Context: an optimization exercise on an open-source flow, tuned for small area. The choices shown serve that exercise and are no tape-out recipe. RTL that was checked went through simulation tests only; none was proved equivalent to the original. No activity file was given, so power comes from the tool's default toggle rates.

== run 1 ==
## proc
module proc (
  input  logic        clk,
  input  logic        rst,
  output logic        imemreq_val,
  output logic [31:0] imemreq_addr,
  input  logic [31:0] imemresp_data,
  output logic        dmemreq_val,
  output logic        dmemreq_type,    
  output logic [31:0] dmemreq_addr,
  output logic [31:0] dmemreq_wdata,
  input  logic [31:0] dmemresp_rdata
);
clock: 10.0 ns
lec_check: 0
cap_margin: 20
core_margin: 2
core_utilization: 60
cts_buf_list: sky130_fd_sc_hd__clkbuf_8
cts_cluster_diameter: 80
cts_cluster_size: 20
slew_margin: 20
standard.sh (not shown) runs the stock make flow with config.mk's settings and CLKGATE_MAP_FILE= SYNTH_SCRIPT=/design/flow/synth_recipe.tcl, a recipe that flattens the netlist after the stock synthesis.
==> flow/flow/run.sh <==
#!/bin/bash
# The standard layout (standard.sh), with two changes: the ports are
# buffered with the smallest buffer, and the clock tree uses clkbuf_8 leaf
# clusters of up to 20 flip-flops without dummy loads.
set -e
export BUFFER_PORTS_ARGS="-buffer_cell sky130_fd_sc_hd__buf_1"
export CTS_ARGS="-sink_clustering_enable -repair_clock_nets -dont_use_dummy_load -buf_list sky130_fd_sc_hd__clkbuf_8 -sink_clustering_size 20 -sink_clustering_max_diameter 80"
bash standard.sh > standard.log 2>&1
#### Input delta (run 2 over run 1)
==> flow/run.sh (new file) <==
#!/bin/bash
# synth_recipe.tcl (not shown) runs the flow's synth.tcl, then flattens the netlist and writes it again
# the make line also repeats each setting of config.mk as NAME=value (left out here)
make -C /OpenROAD-flow-scripts/flow DESIGN_CONFIG=/design/flow/config.mk WORK_HOME=/design/flow/orfs CLKGATE_MAP_FILE= SYNTH_SCRIPT=/design/flow/synth_recipe.tcl finish
removed: flow/flow/run.sh
removed: flow/standard.sh
==> comparison <==
Run 2 | stages: all done | timing, DRC, antenna: all pass
The share of cell area taken by flip-flops and latches in run 2 sits 2.7 points below the value recorded for run 1.
Number of global-route vias before repair for run 2: 181 up relative to run 1
Taking run 1 as the reference, in run 2 relative slew slack grew by 1.6 points; routed length per placed instance grew by 0.40 um; total power after layout grew by 1.2%; total of plain and repair buffers excluding clock buffers shrank by 2.
Across both runs, wire length was higher for run 2 than for run 1.
Re minimum setup slack in the final design: run 2 is 0.79 ns down on run 1.
Status: via total after detailed routing parity (run 1, run 2)

Setup of old:
proc, a different RTL version from the one above (not shown whole).
Size: ~1600 cells after synthesis, roughly 1100 flip-flops, roughly 170 I/O pins, roughly 0.027 mm2 of cells after synthesis.
clock: 10.0 ns
lec_check: 0
cap_margin: 20
core_margin: 2
core_utilization: 60
slew_margin: 20
==> flow/flow/run.sh <==
#!/bin/bash
# The standard layout (standard.sh), with two changes: the ports are
# buffered with the smallest buffer, and the clock tree uses clkbuf_8 leaf
# clusters of up to 20 flip-flops without dummy loads.
set -e
export BUFFER_PORTS_ARGS="-buffer_cell sky130_fd_sc_hd__buf_1"
export CTS_ARGS="-sink_clustering_enable -repair_clock_nets -dont_use_dummy_load -buf_list sky130_fd_sc_hd__clkbuf_8 -sink_clustering_size 20 -sink_clustering_max_diameter 80"
bash standard.sh > standard.log 2>&1
The following lists how new was set up differently from old:
==> flow/flow/run.sh <==
#!/bin/bash
# The standard layout (standard.sh), with two changes: the ports are
# buffered with the smallest buffer, and the clock tree uses clkbuf_8 leaf
# clusters of up to 20 flip-flops without dummy loads.
set -e
export BUFFER_PORTS_ARGS="-buffer_cell sky130_fd_sc_hd__buf_1"
export CTS_ARGS="-sink_clustering_enable -repair_clock_nets -dont_use_dummy_load -buf_list sky130_fd_sc_hd__clkbuf_8 -sink_clustering_size 16 -sink_clustering_max_diameter 60"
bash standard.sh > standard.log 2>&1
Results
Side by side, number of global-route vias before repair turned out higher in new than in old. Per the comparison of new with old, routed wire length increased 0.72%, cell-internal power rose 0.11 mW, static leakage increased by 0.84% relative to the old numbers, pre-CTS setup slack flat, critical path depth ~0 delta. From old to new the numbers moved as follows: total power went up; setup slack now larger; antenna cell count neither gained nor lost much; area taken by flip-flops and latches about even; net switching power figure now sits higher.
No functional check of the RTL was part of any run of this note.

Another version of the RTL of proc (not shown whole).
For scale: ~1100 flip-flops, roughly 27000 um2 of cells after synthesis.
clock: 10.0 ns
lec_check: 0
cap_margin: 20
core_margin: 2
core_utilization: 60
slew_margin: 20
==> flow/flow/run.sh <==
#!/bin/bash
# The standard layout (standard.sh), with two changes: the ports are
# buffered with the smallest buffer, and the clock tree uses clkbuf_8 leaf
# clusters of up to 20 flip-flops without dummy loads.
set -e
export BUFFER_PORTS_ARGS="-buffer_cell sky130_fd_sc_hd__buf_1"
export CTS_ARGS="-sink_clustering_enable -repair_clock_nets -dont_use_dummy_load -buf_list sky130_fd_sc_hd__clkbuf_8 -sink_clustering_size 22 -sink_clustering_max_diameter 70"
bash standard.sh > standard.log 2>&1
Edit:
--- a/flow/flow/run.sh
+++ b/flow/flow/run.sh
@@ -7 +7 @@
-export CTS_ARGS="-sink_clustering_enable -repair_clock_nets -dont_use_dummy_load -buf_list sky130_fd_sc_hd__clkbuf_8 -sink_clustering_size 22 -sink_clustering_max_diameter 70"
+export CTS_ARGS="-sink_clustering_enable -repair_clock_nets -dont_use_dummy_load -buf_list sky130_fd_sc_hd__clkbuf_8 -sink_clustering_size 20 -sink_clustering_max_diameter 80"
Result:
- wire length is higher by 0.90%
- worst setup slack got worse by 0.076 ns
- critical path depth does not change
- clock-buffer cell count came out higher by 8
- clock skew goes down by 0.026 ns
- via count rose by 0.42%
- global-route usage climbs by 0.30 points
- final cell count grows by 0.30%
- sequential power is about the same

The RTL this note starts from:
==> flow/design.v <==
`default_nettype none
package tinyrv1_pkg;
  localparam logic [31:0] reset_pc = 32'h0000_0200;
  localparam int unsigned reg_aw  = 5;    
  localparam int unsigned rd_lsb  = 7;
  localparam int unsigned rs1_lsb = 15;
  localparam int unsigned rs2_lsb = 20;
  localparam logic [31:0] op_add  = 32'b0000000_?????_?????_000_?????_0110011;
  localparam logic [31:0] op_addi = 32'b????????????_?????_000_?????_0010011;
  localparam logic [31:0] op_mul  = 32'b0000001_?????_?????_000_?????_0110011;
  localparam logic [31:0] op_lw   = 32'b????????????_?????_010_?????_0000011;
  localparam logic [31:0] op_sw   = 32'b???????_?????_?????_010_?????_0100011;
  localparam logic [31:0] op_jal  = 32'b????????????????????_?????_1101111;
  localparam logic [31:0] op_jr   = 32'b000000000000_?????_000_00000_1100111;  
  localparam logic [31:0] op_bne  = 32'b???????_?????_?????_001_?????_1100011;
  typedef struct packed {
    logic add;
    logic addi;
    logic mul;
    logic lw;
    logic sw;
    logic jal;
    logic jr;
    logic bne;
  } op_class_t;
  typedef enum logic [1:0] {
    imm_i,
    imm_s,
    imm_j,
    imm_b
  } imm_type_e;
  typedef enum logic [1:0] {
    pc_plus4,
    pc_jal,    
    pc_jr,     
    pc_br      
  } pc_sel_e;
  typedef enum logic [1:0] {
    byp_rf,
    byp_x,
    byp_m,
    byp_w
  } byp_sel_e;
  typedef enum logic {wb_result, wb_load} wb_sel_e;
  typedef enum logic {res_alu, res_mul} result_sel_e;
  typedef enum logic {op2_rf, op2_imm} op2_sel_e;
  typedef enum logic {op1_rf, op1_pc} op1_sel_e;    
  typedef enum logic {mem_read, mem_write} mem_type_e;
endpackage
`default_nettype wire
`default_nettype none
import tinyrv1_pkg::*;
module proc_decode (
  input  logic [31:0]            inst,
  output tinyrv1_pkg::op_class_t cls
);
  always_comb begin
    cls = '0;
    casez (inst)
      op_add:  cls.add  = 1'b1;
      op_addi: cls.addi = 1'b1;
      op_mul:  cls.mul  = 1'b1;
      op_lw:   cls.lw   = 1'b1;
      op_sw:   cls.sw   = 1'b1;
      op_jal:  cls.jal  = 1'b1;
      op_jr:   cls.jr   = 1'b1;
      op_bne:  cls.bne  = 1'b1;
      default: ;
    endcase
  end
endmodule
`default_nettype wire
`default_nettype none
module proc_regfile (
  input  logic       clk,
  input  logic [4:0] raddr,
  output logic       rbit,
  input  logic       wen,
  input  logic [4:0] waddr,
  input  logic       wbit
);
  logic [31:0] tap;
  assign tap[0] = 1'b0;    
  for (genvar r = 1; r < 32; r++) begin : g_reg
    logic [31:0] q;
    always_ff @(posedge clk) begin
      q <= {(wen && waddr == 5'(r)) ? wbit : q[0], q[31:1]};
    end
    assign tap[r] = q[0];
  end
  assign rbit = tap[raddr];
endmodule
`default_nettype wire
`default_nettype none
import tinyrv1_pkg::*;
module proc (
  input  logic        clk,
  input  logic        rst,
  output logic        imemreq_val,
  output logic [31:0] imemreq_addr,
  input  logic [31:0] imemresp_data,
  output logic        dmemreq_val,
  output logic        dmemreq_type,    
  output logic [31:0] dmemreq_addr,
  output logic [31:0] dmemreq_wdata,
  input  logic [31:0] dmemresp_rdata
);
  logic [4:0]  ph;
  logic [1:0]  pass;
  logic        init;
  logic [31:0] r;
  logic [11:2] f;
  logic [31:0] s;
  logic [31:0] w;
  logic        cx;       
  logic        cp;       
  logic        diff;     
  logic [31:0] inst;
  tinyrv1_pkg::op_class_t cls;
  logic        last_ph;
  logic        first_ph;
  assign inst     = imemresp_data;
  assign last_ph  = (ph == 5'd31);
  assign first_ph = (ph == 5'd0);
  proc_decode decode_i (.inst(inst), .cls(cls));
  logic a;         
  logic rs2_sel;
  logic pcb;       
  logic four;      
  logic imm;       
  logic wbit;
  logic wen;
  assign rs2_sel = pass == 2'd0 && (cls.add | cls.sw | cls.mul | cls.bne);
  proc_regfile rf_i (
    .clk    (clk),
    .raddr  (rs2_sel ? inst[24:20] : inst[19:15]),
    .rbit   (a),
    .wen    (wen),
    .waddr  (inst[11:7]),
    .wbit   (wbit)
  );
  assign pcb  = r[0];
  assign four = (ph == 5'd2);
  always_comb begin
    imm = inst[31];
    if (cls.jal) begin
      if (first_ph)         imm = 1'b0;
      else if (ph < 5'd11)  imm = inst[5'd20 + ph];
      else if (ph == 5'd11) imm = inst[20];
      else if (ph < 5'd20)  imm = inst[ph];
    end else if (cls.bne) begin
      if (first_ph)         imm = 1'b0;
      else if (ph < 5'd5)   imm = inst[5'd7 + ph];
      else if (ph < 5'd11)  imm = inst[5'd20 + ph];
      else if (ph == 5'd11) imm = inst[7];
    end else if (cls.sw) begin
      if (ph < 5'd5)        imm = inst[5'd7 + ph];
      else if (ph < 5'd12)  imm = inst[5'd20 + ph];
    end else begin
      if (ph < 5'd12)       imm = inst[5'd20 + ph];
    end
  end
  logic xa, xb, xsum, xco, xci;
  logic pb, psum, pco, pci;
  assign xa  = (cls.jal | cls.bne) ? pcb : a;
  assign xb  = cls.add ? w[0] : (cls.jal | cls.bne) ? four : imm;
  assign xci = first_ph ? 1'b0 : cx;
  assign {xco, xsum} = xa + xb + xci;
  assign pb  = (cls.jal | cls.bne) ? imm : four;
  assign pci = first_ph ? 1'b0 : cp;
  assign {pco, psum} = pcb + pb + pci;
  always_ff @(posedge clk) begin
    cx <= xco;
    cp <= pco;
  end
  logic taken;
  logic done;      
  logic mul_en;    
  assign taken = (first_ph ? 1'b0 : diff) | (a ^ w[0]);
  always_ff @(posedge clk) diff <= taken;
  always_comb begin
    if (init)
      done = 1'b1;
    else case (pass)
      2'd0:    done = !(cls.add | cls.sw | cls.lw | cls.mul | cls.bne);
      2'd1:    done = !cls.bne | taken;
      default: done = 1'b1;
    endcase
  end
  always_ff @(posedge clk) begin
    if (rst) begin
      ph   <= 5'd0;
      pass <= 2'd0;
      init <= 1'b1;
    end else begin
      ph <= ph + 5'd1;
      if (last_ph) begin
        pass <= done ? 2'd0 : pass + 2'd1;
        init <= 1'b0;
      end
    end
  end
  assign mul_en = !init && cls.mul && pass == 2'd1;
  logic mul_out;
  always_comb begin
    wen  = 1'b0;
    wbit = xsum;
    if (!init) begin
      if (pass == 2'd0 && (cls.addi | cls.jal)) wen = 1'b1;
      if (pass == 2'd1 && cls.add) wen = 1'b1;
      if (pass == 2'd1 && cls.lw)  begin wen = 1'b1; wbit = dmemresp_rdata[ph]; end
      if (pass == 2'd1 && cls.mul) begin wen = 1'b1; wbit = mul_out; end
    end
  end
  logic r_in;
  always_comb begin
    if (init)             r_in = (ph == 5'd9);    
    else if (cls.jr)      r_in = a & !first_ph;
    else if (cls.bne)     r_in = (pass == 2'd0) ? r[0] : (pass == 2'd1) ? psum : s[0];
    else if (pass == 2'd0) r_in = psum;
    else                  r_in = r[0];
  end
  always_ff @(posedge clk) begin
    r <= {r_in, r[31:1]};
  end
  always_ff @(posedge clk) begin
    if (last_ph && done) f <= r[12:3];
  end
  logic s_in;
  assign s_in = cls.sw ? ((pass == 2'd0) ? a : s[0]) : cls.bne ? xsum : 1'b0;
  localparam int G = 8;
  logic [31:0] pp;
  logic [31:0] sig;
  logic [31:0] s_nx;
  logic [3:0]  ci;
  logic [3:0]  co;
  assign pp = (mul_en && a) ? w : 32'd0;
  always_comb begin
    logic cy;
    for (int g = 0; g < 32 / G; g++) begin
      cy = (g == 0) ? 1'b0 : ci[g];
      for (int i = g * G; i < g * G + G; i++) begin
        sig[i] = s[i] ^ pp[i] ^ cy;
        cy     = (s[i] & pp[i]) | (s[i] & cy) | (pp[i] & cy);
      end
      co[g] = cy;
    end
  end
  always_comb begin
    s_nx = {s_in, sig[31:1]};
    for (int g = 0; g < 32 / G - 1; g++)
      s_nx[g * G + G - 1] = sig[g * G + G] ^ co[g];
  end
  always_ff @(posedge clk) begin
    ci[0] <= 1'b0;
    for (int g = 1; g < 32 / G; g++)
      ci[g] <= mul_en & sig[g * G] & co[g - 1];
  end
  assign mul_out = sig[0];
  always_ff @(posedge clk) begin
    s <= s_nx;
  end
  logic w_hold;
  logic w_in;
  assign w_hold = mul_en || (!init && cls.lw && (pass == 2'd1 || last_ph));
  assign w_in   = rs2_sel ? a : xsum;
  always_ff @(posedge clk) begin
    if (!w_hold) w <= {w_in, w[31:1]};
  end
  assign imemreq_val  = 1'b1;
  assign imemreq_addr = {20'd0, f, 2'b00};
  assign dmemreq_val   = !init && pass == 2'd1 && ((cls.sw && last_ph) || cls.lw);
  assign dmemreq_type  = cls.sw;
  assign dmemreq_addr  = {w_in, w[31:1]};
  assign dmemreq_wdata = {s_in, s[31:1]};
endmodule
`default_nettype wire
Settings: LEC_CHECK=0, CAP_MARGIN=20, CORE_MARGIN=2, CORE_UTILIZATION=75, SLEW_MARGIN=20; clock period 10.0 ns.
==> flow/flow/run.sh <==
#!/bin/bash
# The standard layout (standard.sh), with two changes: the ports are
# buffered with the smallest buffer, and the clock tree uses clkbuf_8 leaf
# clusters of up to 20 flip-flops without dummy loads.
set -e
export BUFFER_PORTS_ARGS="-buffer_cell sky130_fd_sc_hd__buf_1"
export CTS_ARGS="-sink_clustering_enable -repair_clock_nets -dont_use_dummy_load -buf_list sky130_fd_sc_hd__clkbuf_8 -sink_clustering_size 20 -sink_clustering_max_diameter 60"
bash standard.sh > standard.log 2>&1
The starting point finished clean.
Change:
==> flow/flow/run.sh (replaced) <==
#!/bin/bash
# The standard layout (standard.sh), with two changes: the ports are
# buffered with the smallest buffer, and the clock tree uses clkbuf_8 leaf
# clusters of up to 20 flip-flops without dummy loads.
set -e
export BUFFER_PORTS_ARGS="-buffer_cell sky130_fd_sc_hd__buf_1"
export CTS_ARGS="-sink_clustering_enable -repair_clock_nets -dont_use_dummy_load -buf_list sky130_fd_sc_hd__clkbuf_8 -sink_clustering_size 20 -sink_clustering_max_diameter 80"
bash standard.sh > standard.log 2>&1
CORE_UTILIZATION = 60   (was 75)
CTS_BUF_LIST = sky130_fd_sc_hd__clkbuf_8   (was unset)
CTS_CLUSTER_DIAMETER = 80   (was unset)
CTS_CLUSTER_SIZE = 20   (was unset)
After rerunning: Sequential power is about the same. Die area grows by about 24%. Power hardly moves. Worst setup slack gains 0.034 ns. Final area grows by about 0.8%. Synthesized cell count is unchanged. Utilization shrinks by 16 points. Sequential cell count stays the same. Count of clock-buffer cells in the layout is unchanged. Critical path depth does not change.
Change:
==> flow/flow/run.sh (replaced) <==
#!/bin/bash
# The standard layout (standard.sh), with two changes: the ports are
# buffered with the smallest buffer, and the clock tree uses clkbuf_8 leaf
# clusters of up to 20 flip-flops without dummy loads.
set -e
export BUFFER_PORTS_ARGS="-buffer_cell sky130_fd_sc_hd__buf_1"
export CTS_ARGS="-sink_clustering_enable -repair_clock_nets -dont_use_dummy_load -buf_list sky130_fd_sc_hd__clkbuf_8 -sink_clustering_size 20 -sink_clustering_max_diameter 60"
bash standard.sh > standard.log 2>&1
ABC_CLOCK_PERIOD_IN_PS = 50000   (was unset)
CORE_UTILIZATION = 75   (was 60)
CTS_BUF_LIST = unset   (was sky130_fd_sc_hd__clkbuf_8)
CTS_CLUSTER_DIAMETER = unset   (was 80)
CTS_CLUSTER_SIZE = unset   (was 20)
- worst setup slack got worse by 0.034 ns
- routed wire length goes up by 12%
- die area falls by 20%
- count of clock-buffer cells in the layout does not change
- critical path depth stays the same
- power barely changes
- non-clock buffer count goes down by 3
- via count is higher by 3.4%

[port drivers added, routing unchanged]
How much do the figures lean on ideal ports? The routed layouts below were timed once more, with nothing changed but the port constraints.
Step 1: set_driving_cell puts a clkbuf_16 on clk and a buf_2 on each other input, an assumption about the parent block.
Step 2 times the ports against the registers' clock, not the clock port: input delays grow and output delays shrink by t, the midpoint of the rising clock arrivals with the driver on.
Three values: ideal, step 1, step 2; two values: the first two.
run	t (ns)	setup slack, ns	worst hold slack (ns)	worst slew at a driven data input, ns	pins driven straight from the clock port
run 1	0.672	2.620 / 2.511 / 2.020	0.249 / 0.249 / 0.249	0.10	1
run 2	0.718	1.830 / 1.752 / 1.667	0.324 / 0.324 / 0.324	0.09	1
old	0.659	1.879 / 1.860 / 1.200	0.277 / 0.277 / 0.277	0.09	1
new	0.679	1.909 / 1.888 / 1.208	0.301 / 0.301 / 0.301	0.09	1
the first run of note 3	0.674	1.705 / 1.731 / 1.057	0.257 / 0.257 / 0.257	0.09	1
the second run of note 3	0.673	1.629 / 1.657 / 0.984	0.264 / 0.264 / 0.264	0.09	1
the first run of note 4	0.658	1.748 / 1.724 / 1.344	0.274 / 0.274 / 0.274	0.08	1
the second run of note 4	0.674	1.782 / 1.754 / 1.377	0.260 / 0.260 / 0.260	0.06	1
the third run of note 4	0.658	1.748 / 1.724 / 1.344	0.274 / 0.274 / 0.274	0.08	1
After both steps every run listed still meets setup and hold. The setup slack of new, which loses most, moves by -0.021 ns with the drivers and by -0.701 ns with both steps.
